From an optimization exercise on the open Yosys and OpenROAD flow, aimed at small area, a short achievable clock period and few clock cycles per item; shortcuts taken in it are not production practice.
Only simulation tests tie the RTL to the original design; equivalence was not proved.

## job 101
## pixel_arithmetic_gain_offset
module pixel_arithmetic_gain_offset
(
    input  logic        clk,
    input  logic        rst_n,
    input  logic        psel,
    input  logic        penable,
    input  logic        pwrite,
    input  logic [3:0]  paddr,
    input  logic [31:0] pwdata,
    output logic [31:0] prdata,
    output logic        pready,
    input  logic        s_axis_tvalid,
    output logic        s_axis_tready,
    input  logic [15:0] s_axis_tdata,    
    output logic        m_axis_tvalid,
    input  logic        m_axis_tready,
    output logic [7:0]  m_axis_tdata     
);
Size: ~6000 cells after synthesis, about 340 flip-flops, roughly 100 I/O pins, about 47000 µm² of cells after synthesis.
==> flow/config.mk <==
export PLATFORM = sky130hd
export DESIGN_NAME = pixel_arithmetic_gain_offset
export DESIGN_NICKNAME = pixel_arithmetic_gain_offset
export VERILOG_FILES = /design/flow/design.v
export SDC_FILE = /design/flow/constraint.sdc
export NUM_CORES = 4
export LEC_CHECK = 0
export ABC_AREA = 1
export CAP_MARGIN = 20
export CORE_MARGIN = 2
export CORE_UTILIZATION = 45
export PLACE_DENSITY = 0.65
export SLEW_MARGIN = 65
==> flow/constraint.sdc <==
create_clock -name core_clock -period 20.0 [get_ports {clk}]
set_input_delay 4.0000 -clock core_clock [delete_from_list [all_inputs] [get_ports {clk}]]
set_output_delay 4.0000 -clock core_clock [all_outputs]
set_load 0.01 [all_outputs]
standard.sh (not shown) runs the stock make flow with config.mk's settings and CLKGATE_MAP_FILE= SYNTH_SCRIPT=/design/flow/synth_recipe.tcl, a recipe that flattens the netlist after the stock synthesis.
==> flow/flow/run.sh <==
#!/bin/bash
set -o pipefail
export BUFFER_PORTS_ARGS="-buffer_cell sky130_fd_sc_hd__buf_4"
export SETUP_SLACK_MARGIN=15.2
bash standard.sh > standard.log 2>&1
Testbench counts of job 101, summed over its fixed seeds: cycles 25,056, items 24,576.
Here is what was changed in the inputs of job 102 compared with job 101.
- CAP_MARGIN: 20 -> 10
- SLEW_MARGIN: 65 -> 10
diff --git a/flow/flow/run.sh b/flow/flow/run.sh
--- a/flow/flow/run.sh
+++ b/flow/flow/run.sh
@@ -4,2 +4,3 @@
 export SETUP_SLACK_MARGIN=15.2
+export CTS_ARGS="-sink_clustering_enable -repair_clock_nets -dont_use_dummy_load"
 bash standard.sh > standard.log 2>&1
--- outcome ---
- All of job 101 and job 102 finish clean.
- Cmp job 102 vs job 101: worst setup timing slack at the placement stage lower in job 102
- The share of the clock period used by the worst path after layout on job 101 is in line with that on job 102.
- Compared job 102 against job 101; post-route core utilization within noise.
- For job 102, the launch point of the worst path was prdata[20], unlike job 101, where it was prdata[26].
#### Input delta (job 103 over job 102)
- SLEW_MARGIN changed from 10 to 20
- CORE_UTILIZATION changed from 45 to 50
- CAP_MARGIN changed from 10 to 20
- PLACE_DENSITY changed from 0.65 to 0.68
==> flow/flow/run.sh <==
#!/bin/bash
set -o pipefail
export BUFFER_PORTS_ARGS="-buffer_cell sky130_fd_sc_hd__buf_4"
export SETUP_SLACK_MARGIN=15.0
export CTS_ARGS="-sink_clustering_enable -repair_clock_nets -dont_use_dummy_load"
bash standard.sh > standard.log 2>&1
Notes after the runs:
- Basic-gate share of the synthesized area counting and, or, nand and nor cells came out exactly the same in job 103 and job 102.
- Post-route cell area of job 103 falls short of that of job 102 by a few percent.
- Summary — global-route track usage on met1, job 103 relative to job 102: higher, by 2.9 points.
- Shortest clock period the worst path allows after layout, job 103 and job 102: lower on job 102
- When the final numbers for job 103 and job 102 were put side by side, the count of inserted antenna diode cells turned out to be smaller in job 103.
--- input diff job 103..job 104 ---
- CORE_UTILIZATION: 50 -> 40
- PLACE_DENSITY: 0.68 -> 0.6
- SLEW_MARGIN: 20 -> 65
==> flow/flow/run.sh <==
#!/bin/bash
set -o pipefail
export BUFFER_PORTS_ARGS="-buffer_cell sky130_fd_sc_hd__buf_4"
export SETUP_SLACK_MARGIN=15.2
bash standard.sh > standard.log 2>&1
==> results.txt <==
- Taking job 103 as the reference, in job 104 maximum frequency stayed essentially flat; count of TritonRoute iterations in the first routing pass has decreased; number of buffers added for setup after CTS lower; synthesis-to-layout area growth shows an increase of 4.8 points; met2 routing resource usage after global routing went down 5.7 points.
- Detailed route, job 104 vs job 103: via total lower for job 104
- From job 103 to job 104 the numbers moved as follows: fraction of layout cells with a size suffix above 1 went up, sequential share of layout area went down, multi-input logic area went up.

pixel_arithmetic_gain_offset again, from the RTL that the note above started with.
Settings: LEC_CHECK=0, ABC_AREA=1, CAP_MARGIN=20, CORE_MARGIN=2, CORE_UTILIZATION=50, PLACE_DENSITY=0.68, SLEW_MARGIN=20; clock period 20.0 ns.
==> flow/flow/run.sh <==
#!/bin/bash
set -o pipefail
export BUFFER_PORTS_ARGS="-buffer_cell sky130_fd_sc_hd__buf_4"
export SETUP_SLACK_MARGIN=15.2
export CTS_ARGS="-sink_clustering_enable -repair_clock_nets -dont_use_dummy_load"
bash standard.sh > standard.log 2>&1
Testbench counts at the start, summed over its fixed seeds: cycles 25,056, items 24,576.
Then changed:
==> flow/flow/run.sh (replaced) <==
#!/bin/bash
set -o pipefail
export BUFFER_PORTS_ARGS="-buffer_cell sky130_fd_sc_hd__buf_4"
export SETUP_SLACK_MARGIN=14.7
export CTS_ARGS="-sink_clustering_enable -repair_clock_nets -dont_use_dummy_load"
bash standard.sh > standard.log 2>&1
Worst setup slack gets worse by 0.13 ns. Cell count decreases by 0.40%. Core utilization decreases by 1.2 points. Global-route usage increases by 0.82 points. Design area decreases by 2.1%. Sequential share of layout area increases by 0.28 points.
Then changed:
==> flow/flow/run.sh (replaced) <==
#!/bin/bash
set -o pipefail
export BUFFER_PORTS_ARGS="-buffer_cell sky130_fd_sc_hd__buf_4"
export SETUP_SLACK_MARGIN=15.2
export CTS_ARGS="-sink_clustering_enable -repair_clock_nets -dont_use_dummy_load"
bash standard.sh > standard.log 2>&1
--- a/flow/config.mk
+++ b/flow/config.mk
@@ -9,5 +9,5 @@
 export CAP_MARGIN = 20
 export CORE_MARGIN = 2
-export CORE_UTILIZATION = 50
-export PLACE_DENSITY = 0.68
+export CORE_UTILIZATION = 45
+export PLACE_DENSITY = 0.65
 export SLEW_MARGIN = 20
Result: The changed run finished with timing, DRC and antenna clean. Design area grows by a few percent. Routed wire length hardly moves. Die area grows by roughly a tenth. Register-to-register slack gains 0.26 ns. Flip-flop and latch count does not change.
Then changed:
==> flow/flow/run.sh (replaced) <==
#!/bin/bash
set -o pipefail
export BUFFER_PORTS_ARGS="-buffer_cell sky130_fd_sc_hd__buf_4"
export SETUP_SLACK_MARGIN=14.85
export CTS_ARGS="-sink_clustering_enable -repair_clock_nets -dont_use_dummy_load"
bash standard.sh > standard.log 2>&1
--- a/flow/config.mk
+++ b/flow/config.mk
@@ -9,5 +9,5 @@
 export CAP_MARGIN = 20
 export CORE_MARGIN = 2
-export CORE_UTILIZATION = 45
-export PLACE_DENSITY = 0.65
+export CORE_UTILIZATION = 50
+export PLACE_DENSITY = 0.68
 export SLEW_MARGIN = 20
After rerunning: Via count climbs by 2.4%. Die area drops by 9.9%. Global-route usage climbs by 4.4 points.

## separate check: timing with driven ports
No port has a modelled driver above. Below, the same layouts with a new extraction and two added sets of constraints. Step 1 sets driving cells, clkbuf_16 on the clock port and buf_2 on the other inputs (assumed; they add their load-dependent delay and slew). Step 2 times the ports against the registers' clock, not the clock port: input delays grow and output delays shrink by t, the midpoint of the rising clock arrivals with the driver on. Slacks: ideal ports / drivers / drivers and shift; pairs: ideal ports / drivers.
run	t, ns	setup WS [ns]	worst setup path after step 2	worst slew at a driven data input, ns	pins driven straight from the clock port
job 101	0.686	14.830 / 14.753 / 14.574	input to register	0.20	1
job 102	0.678	14.825 / 14.750 / 14.583	input to register	0.20	1
job 103	0.671	14.821 / 14.747 / 14.339	input to register	0.07	1
job 104	0.691	14.827 / 14.747 / 14.471	input to register	0.19	1
the first run of note 2	0.656	14.826 / 14.755 / 14.571	input to register	0.07	1
the second run of note 2	0.698	14.696 / 14.643 / 14.045	input to register	0.08	1
the third run of note 2	0.674	14.840 / 14.765 / 14.572	input to register	0.18	1
the fourth run of note 2	0.702	14.784 / 14.713 / 14.234	input to register	0.08	1
After both steps setup and hold are still met in every run listed. The setup slack of the second run of note 2, which loses most, moves by -0.053 ns with the drivers and by -0.651 ns with both steps.
